Source: an optimization exercise on an open RTL-to-GDS flow (aim: small area, a short achievable clock period and few clock cycles). Production flows keep margins and buffers that such runs may drop.
At most, simulation tests tie the RTL to the original design; equivalence was not proved.
Power is estimated from default activity; no workload was simulated.

==> garnet <==
==> flow/design.v <==
package acc_drain_requant_pkg;
    localparam int ACC_WIDTH   = 32;    
    localparam int ACT_WIDTH   = 8;     
    localparam int REQ_SCALE_W = 16;    
    localparam int REQ_SHIFT_W = 5;     
    localparam int PROD_W      = ACC_WIDTH + REQ_SCALE_W;   
endpackage
import acc_drain_requant_pkg::*;
module acc_drain_requant_requant_stage (
    input  logic                 clk,
    input  logic [ACC_WIDTH-1:0] acc_i,
    input  logic                 ovf_i,
    input  logic [8:0]           b_one_i,      
    input  logic [8:0]           b_two_i,
    input  logic [8:0]           b_neg_i,
    input  logic [3:0]           sh_hi_i,      
    input  logic [7:0]           sh_lo_i,      
    input  logic [REQ_SHIFT_W-1:0] shift_i,    
    output logic [ACT_WIDTH-1:0] data_o,
    output logic                 sat_o
);
    localparam int W = PROD_W;
    logic [33:0]  ax;
    logic [8:0]   b_one, b_two, b_neg;
    logic [33:0]  r [9];
    logic [W-1:0] pp [9];
    always_comb begin
        ax = {{2{acc_i[31]}}, acc_i};
        b_one = b_one_i;
        b_two = b_two_i;
        b_neg = b_neg_i;
        for (int j = 0; j < 9; j++) begin
            for (int i = 0; i < 34; i++) begin
                r[j][i] = ((b_one[j] & ax[i]) | (b_two[j] & ((i == 0) ? 1'b0 : ax[i-1]))) ^ b_neg[j];
            end
        end
        pp[0] = '0;
        pp[0][32:0] = r[0][32:0];
        pp[0][33] = r[0][33];
        pp[0][34] = r[0][33];
        pp[0][35] = ~r[0][33];
        for (int i = 36; i < W; i += 2) pp[0][i] = 1'b1;
        for (int j = 1; j < 9; j++) begin
            pp[j] = '0;
            for (int i = 0; i < 33; i++) if (2*j + i < W) pp[j][2*j+i] = r[j][i];
            if (2*j + 33 < W) pp[j][2*j+33] = ~r[j][33];
            pp[j][2*j-2] = b_neg[j-1];
        end
    end
    function automatic logic [2*W-1:0] csa(input logic [W-1:0] x, input logic [W-1:0] y,
                                           input logic [W-1:0] z);
        logic [W-1:0] s, c;
        s = x ^ y ^ z;
        c = ((x & y) | (x & z) | (y & z)) << 1;
        csa = {c, s};
    endfunction
    logic [W-1:0] l1 [6];
    logic [W-1:0] l2 [4];
    logic [W-1:0] l3 [3];
    always_comb begin
        for (int g = 0; g < 3; g++) {l1[2*g+1], l1[2*g]} = csa(pp[3*g], pp[3*g+1], pp[3*g+2]);
        for (int g = 0; g < 2; g++) {l2[2*g+1], l2[2*g]} = csa(l1[3*g], l1[3*g+1], l1[3*g+2]);
        {l3[1], l3[0]} = csa(l2[0], l2[1], l2[2]);
        l3[2] = l2[3];
    end
    logic [W-1:0] a_r_q [3];
    logic         a_ovf_q, a_neg_q;
    always_ff @(posedge clk) begin
        for (int k = 0; k < 3; k++) a_r_q[k] <= l3[k];
        a_ovf_q <= ovf_i;
        a_neg_q <= acc_i[ACC_WIDTH-1];
    end
    logic [W-1:0] l4 [2];
    logic [W-1:0] b_p_q;
    logic         b_ovf_q, b_neg_q;
    logic [W-1:0] pg_g [7];
    logic [W-1:0] pg_p [7];
    logic [W-1:0] sum_b;
    always_comb begin
        {l4[1], l4[0]} = csa(a_r_q[0], a_r_q[1], a_r_q[2]);
        pg_g[0] = l4[0] & l4[1];
        pg_p[0] = l4[0] ^ l4[1];
        for (int lv = 0; lv < 6; lv++) begin
            for (int i = 0; i < W; i++) begin
                if ((i >> lv) & 1) begin
                    pg_g[lv+1][i] = pg_g[lv][i] | (pg_p[lv][i] & pg_g[lv][((i >> lv) << lv) - 1]);
                    pg_p[lv+1][i] = pg_p[lv][i] & pg_p[lv][((i >> lv) << lv) - 1];
                end else begin
                    pg_g[lv+1][i] = pg_g[lv][i];
                    pg_p[lv+1][i] = pg_p[lv][i];
                end
            end
        end
        sum_b[0] = pg_p[0][0];
        for (int i = 1; i < W; i++) sum_b[i] = pg_p[0][i] ^ pg_g[6][i-1];
    end
    always_ff @(posedge clk) begin
        b_p_q   <= sum_b;
        b_ovf_q <= a_ovf_q;
        b_neg_q <= a_neg_q;
    end
    logic [W:0]          v;
    logic [16:0]         y;
    logic [9:0]          w;
    logic [10:0]         qq;
    logic [9:0]          q;
    logic [W-1:0]        mask;
    logic                ext_ok, in_rng, neg;
    always_comb begin
        v = {b_p_q, 1'b0};
        for (int j = 0; j < 17; j++) begin
            y[j] = (sh_hi_i[0] & v[j]) | (sh_hi_i[1] & v[j+8]) |
                   (sh_hi_i[2] & v[j+16]) | (sh_hi_i[3] & v[j+24]);
        end
        for (int i = 0; i < 10; i++) begin
            w[i] = |(sh_lo_i & y[i +: 8]);
        end
        for (int j = 0; j < W; j++) mask[j] = (j >= 8) && (j - 8 >= int'(shift_i));
        neg    = b_p_q[W-1];
        ext_ok = ~|((b_p_q ^ {W{neg}}) & mask);
        qq     = {w[9], w} + 11'd1;
        q      = qq[10:1];
        in_rng = ext_ok && (q[9:7] == 3'b000 || q[9:7] == 3'b111);
        if (b_ovf_q) begin
            data_o = b_neg_q ? 8'h80 : 8'h7f;
            sat_o  = 1'b1;
        end else if (in_rng) begin
            data_o = q[7:0];
            sat_o  = 1'b0;
        end else begin
            data_o = neg ? 8'h80 : 8'h7f;
            sat_o  = 1'b1;
        end
    end
endmodule
import acc_drain_requant_pkg::*;
module acc_drain_requant (
    input  logic                   clk,
    input  logic                   rst_n,
    input  logic                   start,
    input  logic [16*ACC_WIDTH-1:0] acc_in,
    input  logic [15:0]            ovf_in,
    input  logic [REQ_SCALE_W-1:0] scale,
    input  logic [REQ_SHIFT_W-1:0] shift,
    output logic                   clear_acc,
    output logic                   busy,
    output logic                   done,
    output logic signed [ACT_WIDTH-1:0] out_data,
    output logic                   out_valid,
    input  logic                   out_ready,
    output logic                   out_last,
    output logic                   out_sat
);
    localparam int N = 16;
    logic                   busy_q, clear_q, done_q;
    logic [3:0]             head_q;
    logic [4:0]             nxt_q, want_q;
    logic                   v1_q, v2_q;
    logic [3:0]             i1_q, i2_q;
    logic [ACC_WIDTH:0]     ring_q [N];
    logic [REQ_SCALE_W-1:0] scale_q;
    logic [8:0]             b_one, b_two, b_neg;
    logic [REQ_SHIFT_W-1:0] shift_q;
    logic [3:0]             sh_hi_q;
    logic [7:0]             sh_lo_q;
    logic                   ld_q;
    logic                   rot_q;       
    logic                   ov_n_q;      
    logic [17:0]            sx;
    logic accept, issue, out_free, arrive, load, drop, last_xfer;
    logic [ACT_WIDTH-1:0] res_data;
    logic                 res_sat;
    assign sx        = {2'b00, scale_q};
    always_comb begin
        for (int j = 0; j < 9; j++) begin
            b_neg[j] = sx[2*j+1];
            b_one[j] = sx[2*j] ^ ((j == 0) ? 1'b0 : sx[2*j-1]);
            b_two[j] = (sx[2*j+1] & ~sx[2*j] & ~((j == 0) ? 1'b0 : sx[2*j-1])) |
                       (~sx[2*j+1] & sx[2*j] & ((j == 0) ? 1'b0 : sx[2*j-1]));
        end
    end
    assign busy      = busy_q;
    assign clear_acc = clear_q;
    assign done      = done_q;
    assign accept    = start & ld_q;
    assign issue     = ~ld_q & ~nxt_q[4] & (head_q == nxt_q[3:0]);
    assign out_free  = ov_n_q | out_ready;
    assign arrive    = ~ld_q & v2_q & ({1'b0, i2_q} == want_q);
    assign load      = arrive & out_free;
    assign drop      = arrive & ~out_free;
    assign last_xfer = ~ov_n_q & out_ready & want_q[4];
    always_ff @(posedge clk) begin
        for (int i = 0; i < N; i++) begin
            ring_q[i] <= ({(ACC_WIDTH+1){ld_q}} & {ovf_in[i], acc_in[i*ACC_WIDTH +: ACC_WIDTH]}) |
                         ({(ACC_WIDTH+1){rot_q}} & ring_q[(i + 1) % N]);
        end
        if (ld_q) begin
            scale_q <= scale;
            shift_q <= shift;
        end
        for (int j = 0; j < 4; j++) sh_hi_q[j] <= (shift_q[4:3] == 2'(j));
        for (int j = 0; j < 8; j++) sh_lo_q[j] <= (shift_q[2:0] == 3'(j));
    end
    always_ff @(posedge clk or negedge rst_n) begin
        if (!rst_n) begin
            busy_q    <= 1'b0;
            ld_q      <= 1'b1;
            rot_q     <= 1'b0;
            clear_q   <= 1'b0;
            done_q    <= 1'b0;
            head_q    <= '0;
            nxt_q     <= '0;
            want_q    <= '0;
            v1_q      <= 1'b0;
            v2_q      <= 1'b0;
            out_valid <= 1'b0;
            ov_n_q    <= 1'b1;
        end else begin
            clear_q <= accept;
            done_q  <= last_xfer;
            if (accept) begin
                busy_q <= 1'b1;
                ld_q   <= 1'b0;
            end else if (last_xfer) begin
                busy_q <= 1'b0;
                ld_q   <= 1'b1;
            end
            rot_q <= ~(ld_q ? ~start : last_xfer);
            head_q <= ld_q ? 4'd0 : head_q + 4'd1;
            if (ld_q)         nxt_q <= '0;
            else if (drop)   nxt_q <= want_q;
            else if (issue)  nxt_q <= nxt_q + 5'd1;
            if (ld_q)         want_q <= '0;
            else if (load)   want_q <= want_q + 5'd1;
            v1_q <= issue;
            v2_q <= v1_q;
            if (load) begin
                out_valid <= 1'b1;
                ov_n_q    <= 1'b0;
            end else if (out_ready) begin
                out_valid <= 1'b0;
                ov_n_q    <= 1'b1;
            end
        end
    end
    always_ff @(posedge clk) begin
        i1_q <= nxt_q[3:0];
        i2_q <= i1_q;
        if (out_free) begin
            out_data <= res_data;
            out_sat  <= res_sat;
            out_last <= (i2_q == 4'd15);
        end
    end
    acc_drain_requant_requant_stage u_stage (
        .clk     (clk),
        .acc_i   (ring_q[0][ACC_WIDTH-1:0]),
        .ovf_i   (ring_q[0][ACC_WIDTH]),
        .b_one_i (b_one),
        .b_two_i (b_two),
        .b_neg_i (b_neg),
        .sh_hi_i (sh_hi_q),
        .sh_lo_i (sh_lo_q),
        .shift_i (shift_q),
        .data_o  (res_data),
        .sat_o   (res_sat)
    );
endmodule
==> flow/flow/run.sh <==
#!/bin/bash
# Own layout flow: the standard ORFS flow (standard.sh), with these changes to how the
# layout is made:
#  - ports are buffered with sky130_fd_sc_hd__buf_1 instead of the default port buffer cell
#  - repair_timing (post-CTS and post-global-route) aims for extra setup slack (flow/margin.txt),
#    so the optimiser keeps improving the critical paths below the 10 ns clock period
#  - optional clock-tree-synthesis arguments (flow/cts_args.txt)
# Make's full output goes to standard_make.log here; ORFS's per-step logs stay under orfs/logs.
set -euo pipefail
MARGIN=$(cat flow/margin.txt 2>/dev/null || echo 6.5)
ARGS=("BUFFER_PORTS_ARGS=-buffer_cell sky130_fd_sc_hd__buf_1" "SETUP_SLACK_MARGIN=${MARGIN}")
if [[ -s flow/cts_args.txt ]]; then
  ARGS+=("CTS_ARGS=$(cat flow/cts_args.txt)")
fi
bash standard.sh "${ARGS[@]}" finish > standard_make.log 2>&1
==> flow/flow/cts_args.txt <==
-sink_clustering_enable -repair_clock_nets -sink_clustering_size 26 -sink_clustering_max_diameter 120 -buf_list sky130_fd_sc_hd__clkbuf_16 -dont_use_dummy_load
==> flow/flow/margin.txt <==
6.8
==> flow/standard.sh <==
#!/bin/bash
# synth_recipe.tcl (not shown) runs the flow's synth.tcl, then flattens the netlist and writes it again
# the make line also repeats each setting of config.mk as NAME=value (left out here)
make -C /OpenROAD-flow-scripts/flow DESIGN_CONFIG=/design/flow/config.mk WORK_HOME=/design/flow/orfs CLKGATE_MAP_FILE= SYNTH_SCRIPT=/design/flow/synth_recipe.tcl "${@:-finish}"
==> flow/config.mk <==
export PLATFORM = sky130hd
export DESIGN_NAME = acc_drain_requant
export DESIGN_NICKNAME = acc_drain_requant
export VERILOG_FILES = /design/flow/design.v
export SDC_FILE = /design/flow/constraint.sdc
export NUM_CORES = 4
export LEC_CHECK = 0
export CAP_MARGIN = 20
export CORE_MARGIN = 2
export CORE_UTILIZATION = 40
export SLEW_MARGIN = 20
==> flow/constraint.sdc <==
create_clock -name core_clock -period 10.0 [get_ports {clk}]
set_input_delay 2.0000 -clock core_clock [delete_from_list [all_inputs] [get_ports {clk}]]
set_output_delay 2.0000 -clock core_clock [all_outputs]
set_load 0.01 [all_outputs]
==> harbor (differences from garnet) <==
--- a/flow/design.v
+++ b/flow/design.v
@@ -158,8 +158,7 @@
     logic                   v1_q, v2_q;
     logic [3:0]             i1_q, i2_q;
     logic [ACC_WIDTH:0]     ring_q [N];
-    logic [REQ_SCALE_W-1:0] scale_q;
-    logic [8:0]             b_one, b_two, b_neg;
+    logic [8:0]             b_one_q, b_two_q, b_neg_q;
     logic [REQ_SHIFT_W-1:0] shift_q;
     logic [3:0]             sh_hi_q;
     logic [7:0]             sh_lo_q;
@@ -170,15 +169,7 @@
     logic accept, issue, out_free, arrive, load, drop, last_xfer;
     logic [ACT_WIDTH-1:0] res_data;
     logic                 res_sat;
-    assign sx        = {2'b00, scale_q};
-    always_comb begin
-        for (int j = 0; j < 9; j++) begin
-            b_neg[j] = sx[2*j+1];
-            b_one[j] = sx[2*j] ^ ((j == 0) ? 1'b0 : sx[2*j-1]);
-            b_two[j] = (sx[2*j+1] & ~sx[2*j] & ~((j == 0) ? 1'b0 : sx[2*j-1])) |
-                       (~sx[2*j+1] & sx[2*j] & ((j == 0) ? 1'b0 : sx[2*j-1]));
-        end
-    end
+    assign sx        = {2'b00, scale};
     assign busy      = busy_q;
     assign clear_acc = clear_q;
     assign done      = done_q;
@@ -195,7 +186,12 @@
                          ({(ACC_WIDTH+1){rot_q}} & ring_q[(i + 1) % N]);
         end
         if (ld_q) begin
-            scale_q <= scale;
+            for (int j = 0; j < 9; j++) begin
+                b_neg_q[j] <= sx[2*j+1];
+                b_one_q[j] <= sx[2*j] ^ ((j == 0) ? 1'b0 : sx[2*j-1]);
+                b_two_q[j] <= (sx[2*j+1] & ~sx[2*j] & ~((j == 0) ? 1'b0 : sx[2*j-1])) |
+                              (~sx[2*j+1] & sx[2*j] & ((j == 0) ? 1'b0 : sx[2*j-1]));
+            end
             shift_q <= shift;
         end
         for (int j = 0; j < 4; j++) sh_hi_q[j] <= (shift_q[4:3] == 2'(j));
@@ -256,9 +252,9 @@
         .clk     (clk),
         .acc_i   (ring_q[0][ACC_WIDTH-1:0]),
         .ovf_i   (ring_q[0][ACC_WIDTH]),
-        .b_one_i (b_one),
-        .b_two_i (b_two),
-        .b_neg_i (b_neg),
+        .b_one_i (b_one_q),
+        .b_two_i (b_two_q),
+        .b_neg_i (b_neg_q),
         .sh_hi_i (sh_hi_q),
         .sh_lo_i (sh_lo_q),
         .shift_i (shift_q),
==> flow/flow/cts_args.txt (replaced) <==
-sink_clustering_enable -repair_clock_nets -sink_clustering_size 20 -sink_clustering_max_diameter 100 -buf_list sky130_fd_sc_hd__clkbuf_16 -dont_use_dummy_load
==> flow/flow/margin.txt (replaced) <==
6.6
==> umber (differences from garnet) <==
==> flow/design.v (replaced) <==
package acc_drain_requant_pkg;
    localparam int ACC_WIDTH   = 32;    
    localparam int ACT_WIDTH   = 8;     
    localparam int REQ_SCALE_W = 16;    
    localparam int REQ_SHIFT_W = 5;     
    localparam int PROD_W      = ACC_WIDTH + REQ_SCALE_W;   
endpackage
import acc_drain_requant_pkg::*;
module acc_drain_requant_requant_stage (
    input  logic                 clk,
    input  logic [ACC_WIDTH-1:0] acc_i,
    input  logic                 ovf_i,
    input  logic [REQ_SCALE_W-1:0] scale_i,    
    input  logic [REQ_SHIFT_W-1:0] shift_i,    
    output logic [ACT_WIDTH-1:0] data_o,
    output logic                 sat_o
);
    localparam int W = PROD_W;
    logic [17:0]  sx;
    logic [33:0]  ax;
    logic [8:0]   b_one, b_two, b_neg;
    logic [33:0]  r [9];
    logic [W-1:0] pp [9];
    always_comb begin
        sx = {2'b00, scale_i};
        ax = {{2{acc_i[31]}}, acc_i};
        for (int j = 0; j < 9; j++) begin
            logic lo;
            lo = (j == 0) ? 1'b0 : sx[2*j-1];
            b_neg[j] = sx[2*j+1];
            b_one[j] = sx[2*j] ^ lo;
            b_two[j] = (sx[2*j+1] & ~sx[2*j] & ~lo) | (~sx[2*j+1] & sx[2*j] & lo);
            for (int i = 0; i < 34; i++) begin
                r[j][i] = ((b_one[j] & ax[i]) | (b_two[j] & ((i == 0) ? 1'b0 : ax[i-1]))) ^ b_neg[j];
            end
        end
        pp[0] = '0;
        pp[0][32:0] = r[0][32:0];
        pp[0][33] = r[0][33];
        pp[0][34] = r[0][33];
        pp[0][35] = ~r[0][33];
        for (int i = 36; i < W; i += 2) pp[0][i] = 1'b1;
        for (int j = 1; j < 9; j++) begin
            pp[j] = '0;
            for (int i = 0; i < 33; i++) if (2*j + i < W) pp[j][2*j+i] = r[j][i];
            if (2*j + 33 < W) pp[j][2*j+33] = ~r[j][33];
            pp[j][2*j-2] = b_neg[j-1];
        end
    end
    function automatic logic [2*W-1:0] csa(input logic [W-1:0] x, input logic [W-1:0] y,
                                           input logic [W-1:0] z);
        logic [W-1:0] s, c;
        s = x ^ y ^ z;
        c = ((x & y) | (x & z) | (y & z)) << 1;
        csa = {c, s};
    endfunction
    logic [W-1:0] l1 [6];
    logic [W-1:0] l2 [4];
    logic [W-1:0] l3 [3];
    logic [W-1:0] l4 [2];
    always_comb begin
        for (int g = 0; g < 3; g++) {l1[2*g+1], l1[2*g]} = csa(pp[3*g], pp[3*g+1], pp[3*g+2]);
        for (int g = 0; g < 2; g++) {l2[2*g+1], l2[2*g]} = csa(l1[3*g], l1[3*g+1], l1[3*g+2]);
        {l3[1], l3[0]} = csa(l2[0], l2[1], l2[2]);
        l3[2] = l2[3];
        {l4[1], l4[0]} = csa(l3[0], l3[1], l3[2]);
    end
    logic [W-1:0] a_s_q, a_c_q;
    logic         a_ovf_q, a_neg_q;
    always_ff @(posedge clk) begin
        a_s_q   <= l4[0];
        a_c_q   <= l4[1];
        a_ovf_q <= ovf_i;
        a_neg_q <= acc_i[ACC_WIDTH-1];
    end
    logic [W-1:0] b_p_q;
    logic         b_ovf_q, b_neg_q;
    always_ff @(posedge clk) begin
        b_p_q   <= a_s_q + a_c_q;
        b_ovf_q <= a_ovf_q;
        b_neg_q <= a_neg_q;
    end
    logic signed [W:0]   v;
    logic signed [W:0]   u;
    logic [9:0]          w;
    logic [10:0]         qq;
    logic [9:0]          q;
    logic [W-1:0]        mask;
    logic                ext_ok, in_rng, neg;
    always_comb begin
        v    = {b_p_q, 1'b0};
        u    = v >>> shift_i;
        w    = u[9:0];
        for (int j = 0; j < W; j++) mask[j] = (j >= 8) && (j - 8 >= int'(shift_i));
        neg    = b_p_q[W-1];
        ext_ok = ~|((b_p_q ^ {W{neg}}) & mask);
        qq     = {w[9], w} + 11'd1;
        q      = qq[10:1];
        in_rng = ext_ok && (q[9:7] == 3'b000 || q[9:7] == 3'b111);
        if (b_ovf_q) begin
            data_o = b_neg_q ? 8'h80 : 8'h7f;
            sat_o  = 1'b1;
        end else if (in_rng) begin
            data_o = q[7:0];
            sat_o  = 1'b0;
        end else begin
            data_o = neg ? 8'h80 : 8'h7f;
            sat_o  = 1'b1;
        end
    end
endmodule
import acc_drain_requant_pkg::*;
module acc_drain_requant (
    input  logic                   clk,
    input  logic                   rst_n,
    input  logic                   start,
    input  logic [16*ACC_WIDTH-1:0] acc_in,
    input  logic [15:0]            ovf_in,
    input  logic [REQ_SCALE_W-1:0] scale,
    input  logic [REQ_SHIFT_W-1:0] shift,
    output logic                   clear_acc,
    output logic                   busy,
    output logic                   done,
    output logic signed [ACT_WIDTH-1:0] out_data,
    output logic                   out_valid,
    input  logic                   out_ready,
    output logic                   out_last,
    output logic                   out_sat
);
    localparam int N = 16;
    logic                   busy_q, clear_q, done_q;
    logic [3:0]             head_q;
    logic [4:0]             nxt_q, want_q;
    logic                   v1_q, v2_q;
    logic [3:0]             i1_q, i2_q;
    logic [ACC_WIDTH:0]     ring_q [N];
    logic [REQ_SCALE_W-1:0] scale_q;
    logic [REQ_SHIFT_W-1:0] shift_q;
    logic accept, issue, out_free, arrive, load, drop, last_xfer;
    logic [ACT_WIDTH-1:0] res_data;
    logic                 res_sat;
    assign busy      = busy_q;
    assign clear_acc = clear_q;
    assign done      = done_q;
    assign accept    = start & ~busy_q;
    assign issue     = busy_q & ~nxt_q[4] & (head_q == nxt_q[3:0]);
    assign out_free  = ~out_valid | out_ready;
    assign arrive    = busy_q & v2_q & ({1'b0, i2_q} == want_q);
    assign load      = arrive & out_free;
    assign drop      = arrive & ~out_free;
    assign last_xfer = out_valid & out_ready & out_last;
    always_ff @(posedge clk) begin
        for (int i = 0; i < N; i++) begin
            ring_q[i] <= busy_q ? ring_q[(i + 1) % N] : {ovf_in[i], acc_in[i*ACC_WIDTH +: ACC_WIDTH]};
        end
        if (!busy_q) begin
            scale_q <= scale;
            shift_q <= shift;
        end
    end
    always_ff @(posedge clk or negedge rst_n) begin
        if (!rst_n) begin
            busy_q    <= 1'b0;
            clear_q   <= 1'b0;
            done_q    <= 1'b0;
            head_q    <= '0;
            nxt_q     <= '0;
            want_q    <= '0;
            v1_q      <= 1'b0;
            v2_q      <= 1'b0;
            out_valid <= 1'b0;
        end else begin
            clear_q <= accept;
            done_q  <= last_xfer;
            if (accept)         busy_q <= 1'b1;
            else if (last_xfer) busy_q <= 1'b0;
            head_q <= busy_q ? head_q + 4'd1 : 4'd0;
            if (!busy_q)     nxt_q <= '0;
            else if (drop)   nxt_q <= want_q;
            else if (issue)  nxt_q <= nxt_q + 5'd1;
            if (!busy_q)     want_q <= '0;
            else if (load)   want_q <= want_q + 5'd1;
            v1_q <= issue;
            v2_q <= v1_q;
            if (load)          out_valid <= 1'b1;
            else if (out_ready) out_valid <= 1'b0;
        end
    end
    always_ff @(posedge clk) begin
        i1_q <= nxt_q[3:0];
        i2_q <= i1_q;
        if (out_free) begin
            out_data <= res_data;
            out_sat  <= res_sat;
            out_last <= (i2_q == 4'd15);
        end
    end
    acc_drain_requant_requant_stage u_stage (
        .clk     (clk),
        .acc_i   (ring_q[0][ACC_WIDTH-1:0]),
        .ovf_i   (ring_q[0][ACC_WIDTH]),
        .scale_i (scale_q),
        .shift_i (shift_q),
        .data_o  (res_data),
        .sat_o   (res_sat)
    );
endmodule
==> flow/run.sh (new file) <==
#!/bin/bash
# synth_recipe.tcl (not shown) runs the flow's synth.tcl, then flattens the netlist and writes it again
# the make line also repeats each setting of config.mk as NAME=value (left out here)
make -C /OpenROAD-flow-scripts/flow DESIGN_CONFIG=/design/flow/config.mk WORK_HOME=/design/flow/orfs CLKGATE_MAP_FILE= SYNTH_SCRIPT=/design/flow/synth_recipe.tcl finish
removed: flow/flow/run.sh
removed: flow/flow/cts_args.txt
removed: flow/flow/margin.txt
removed: flow/standard.sh
==> onyx (differences from garnet) <==
--- a/flow/design.v
+++ b/flow/design.v
@@ -158,8 +158,7 @@
     logic                   v1_q, v2_q;
     logic [3:0]             i1_q, i2_q;
     logic [ACC_WIDTH:0]     ring_q [N];
-    logic [REQ_SCALE_W-1:0] scale_q;
-    logic [8:0]             b_one, b_two, b_neg;
+    logic [8:0]             b_one_q, b_two_q, b_neg_q;
     logic [REQ_SHIFT_W-1:0] shift_q;
     logic [3:0]             sh_hi_q;
     logic [7:0]             sh_lo_q;
@@ -170,15 +169,7 @@
     logic accept, issue, out_free, arrive, load, drop, last_xfer;
     logic [ACT_WIDTH-1:0] res_data;
     logic                 res_sat;
-    assign sx        = {2'b00, scale_q};
-    always_comb begin
-        for (int j = 0; j < 9; j++) begin
-            b_neg[j] = sx[2*j+1];
-            b_one[j] = sx[2*j] ^ ((j == 0) ? 1'b0 : sx[2*j-1]);
-            b_two[j] = (sx[2*j+1] & ~sx[2*j] & ~((j == 0) ? 1'b0 : sx[2*j-1])) |
-                       (~sx[2*j+1] & sx[2*j] & ((j == 0) ? 1'b0 : sx[2*j-1]));
-        end
-    end
+    assign sx        = {2'b00, scale};
     assign busy      = busy_q;
     assign clear_acc = clear_q;
     assign done      = done_q;
@@ -195,7 +186,12 @@
                          ({(ACC_WIDTH+1){rot_q}} & ring_q[(i + 1) % N]);
         end
         if (ld_q) begin
-            scale_q <= scale;
+            for (int j = 0; j < 9; j++) begin
+                b_neg_q[j] <= sx[2*j+1];
+                b_one_q[j] <= sx[2*j] ^ ((j == 0) ? 1'b0 : sx[2*j-1]);
+                b_two_q[j] <= (sx[2*j+1] & ~sx[2*j] & ~((j == 0) ? 1'b0 : sx[2*j-1])) |
+                              (~sx[2*j+1] & sx[2*j] & ((j == 0) ? 1'b0 : sx[2*j-1]));
+            end
             shift_q <= shift;
         end
         for (int j = 0; j < 4; j++) sh_hi_q[j] <= (shift_q[4:3] == 2'(j));
@@ -256,9 +252,9 @@
         .clk     (clk),
         .acc_i   (ring_q[0][ACC_WIDTH-1:0]),
         .ovf_i   (ring_q[0][ACC_WIDTH]),
-        .b_one_i (b_one),
-        .b_two_i (b_two),
-        .b_neg_i (b_neg),
+        .b_one_i (b_one_q),
+        .b_two_i (b_two_q),
+        .b_neg_i (b_neg_q),
         .sh_hi_i (sh_hi_q),
         .sh_lo_i (sh_lo_q),
         .shift_i (shift_q),
==> flow/flow/cts_args.txt (replaced) <==
-sink_clustering_enable -repair_clock_nets -sink_clustering_size 20 -sink_clustering_max_diameter 100 -buf_list sky130_fd_sc_hd__clkbuf_16 -dont_use_dummy_load
==> qor summary <==
| metric | garnet | harbor | onyx | umber |
|---|---|---|---|---|
| Outcome | complete, no violations | complete, no violations | complete, no violations | complete, no violations |
| Post-Place Worst Slack | 5370 ps | 6310 ps | 6320 ps | 5100 ps |
| Most Frequent Cell on Critical Path | sky130_fd_sc_hd__fa_1 | sky130_fd_sc_hd__fa_1 | - | sky130_fd_sc_hd__fa_1 |
| End of the critical path | u_stage.a_r_q[0][21] | u_stage.a_r_q[1][23] | out_last | u_stage.a_s_q[33] |
| # fillers | 10000 | 8549 | 8540 | 9402 |
| Max frequency | 0.299 GHz | 0.296 GHz | 0.314 GHz | 0.200 GHz |
| Share of post-route cells with drive strength above 1 | 11.3% | 4.71% | 5.49% | 17.9% |
| Part of the cycle the worst path needs | 33.4% | 33.7% | 31.8% | 50.1% |
| Setup repair after global routing missed its margin | true | true | true | false |
| Multiplexer share of the synthesized area | 0.196% | 0.411% | 0.411% | 17.7% |
| Share of the synthesized netlist area taken by xor and xnor gates | 1.39% | 8.03% | 8.03% | 2.18% |
| Non-clk invs | 246 | 220 | 220 | 249 |
| Chip width | 329 µm | 306 µm | 306 µm | 324 µm |
| Wire length on met1 | 66600 µm | 50300 µm | 50700 µm | 53500 µm |
| Antenna Cells | 8 | 17 | 11 | 9 |
| Start of the worst register-to-register path | scale_q[10] | ring_q[0][22] | u_stage.b_p_q[15] | scale_q[13] |
| Global-route met3 utilization | 4.98% | 5.83% | 5.36% | 6.00% |
| Critical path fanouts, max | 62 | 18 | 1 | 56 |
| Vias in the first global route | 34600 | 26700 | 27100 | 31200 |
| Nets in the synthesized netlist | 5545 | 4110 | 4110 | 5023 |
| Power drawn by the clock network | 0.00172 W | 0.00186 W | 0.00190 W | 0.00325 W |
| Met1 demand-to-capacity share in global routing | 37.8% | 32.8% | 32.9% | 31.0% |
Testbench counts of harbor, summed over its fixed seeds: cycles 20,488.
Testbench counts of onyx, summed over its fixed seeds: cycles 20,488.
The RTL of garnet and umber was laid out without a check of its function.

[afterwards: timing with drivers on the ports]
The results above use ideal ports. As a check the final layouts listed here were re-extracted and re-timed, cells and wires unchanged.
Step 1, drivers: a clkbuf_16 drives clk and a buf_2 each remaining input, both assumed.
Step 2 moves the port delays by t, midway between the first and last clock arrival at a register: inputs arrive t later, outputs are due t later. That takes back most of the time a late clock gives input paths.
a / b / c = no drivers / after step 1 / after step 2; a / b = the first two.
run | t (ns) | slack for setup (ns) | worst register clock-pin slew, ns
garnet | 0.659 | 6.656 / 6.656 / 6.615 | 0.11 / 0.11
harbor | 0.660 | 6.626 / 6.626 / 6.591 | 0.09 / 0.09
umber | 0.732 | 4.991 / 4.991 / 4.991 | 0.07 / 0.07
onyx | 0.653 | 6.818 / 6.747 / 6.636 | 0.09 / 0.09
After both steps setup and hold are still met in every run listed. The setup slack of onyx, which loses most, moves by -0.071 ns with the drivers and by -0.182 ns with both steps.
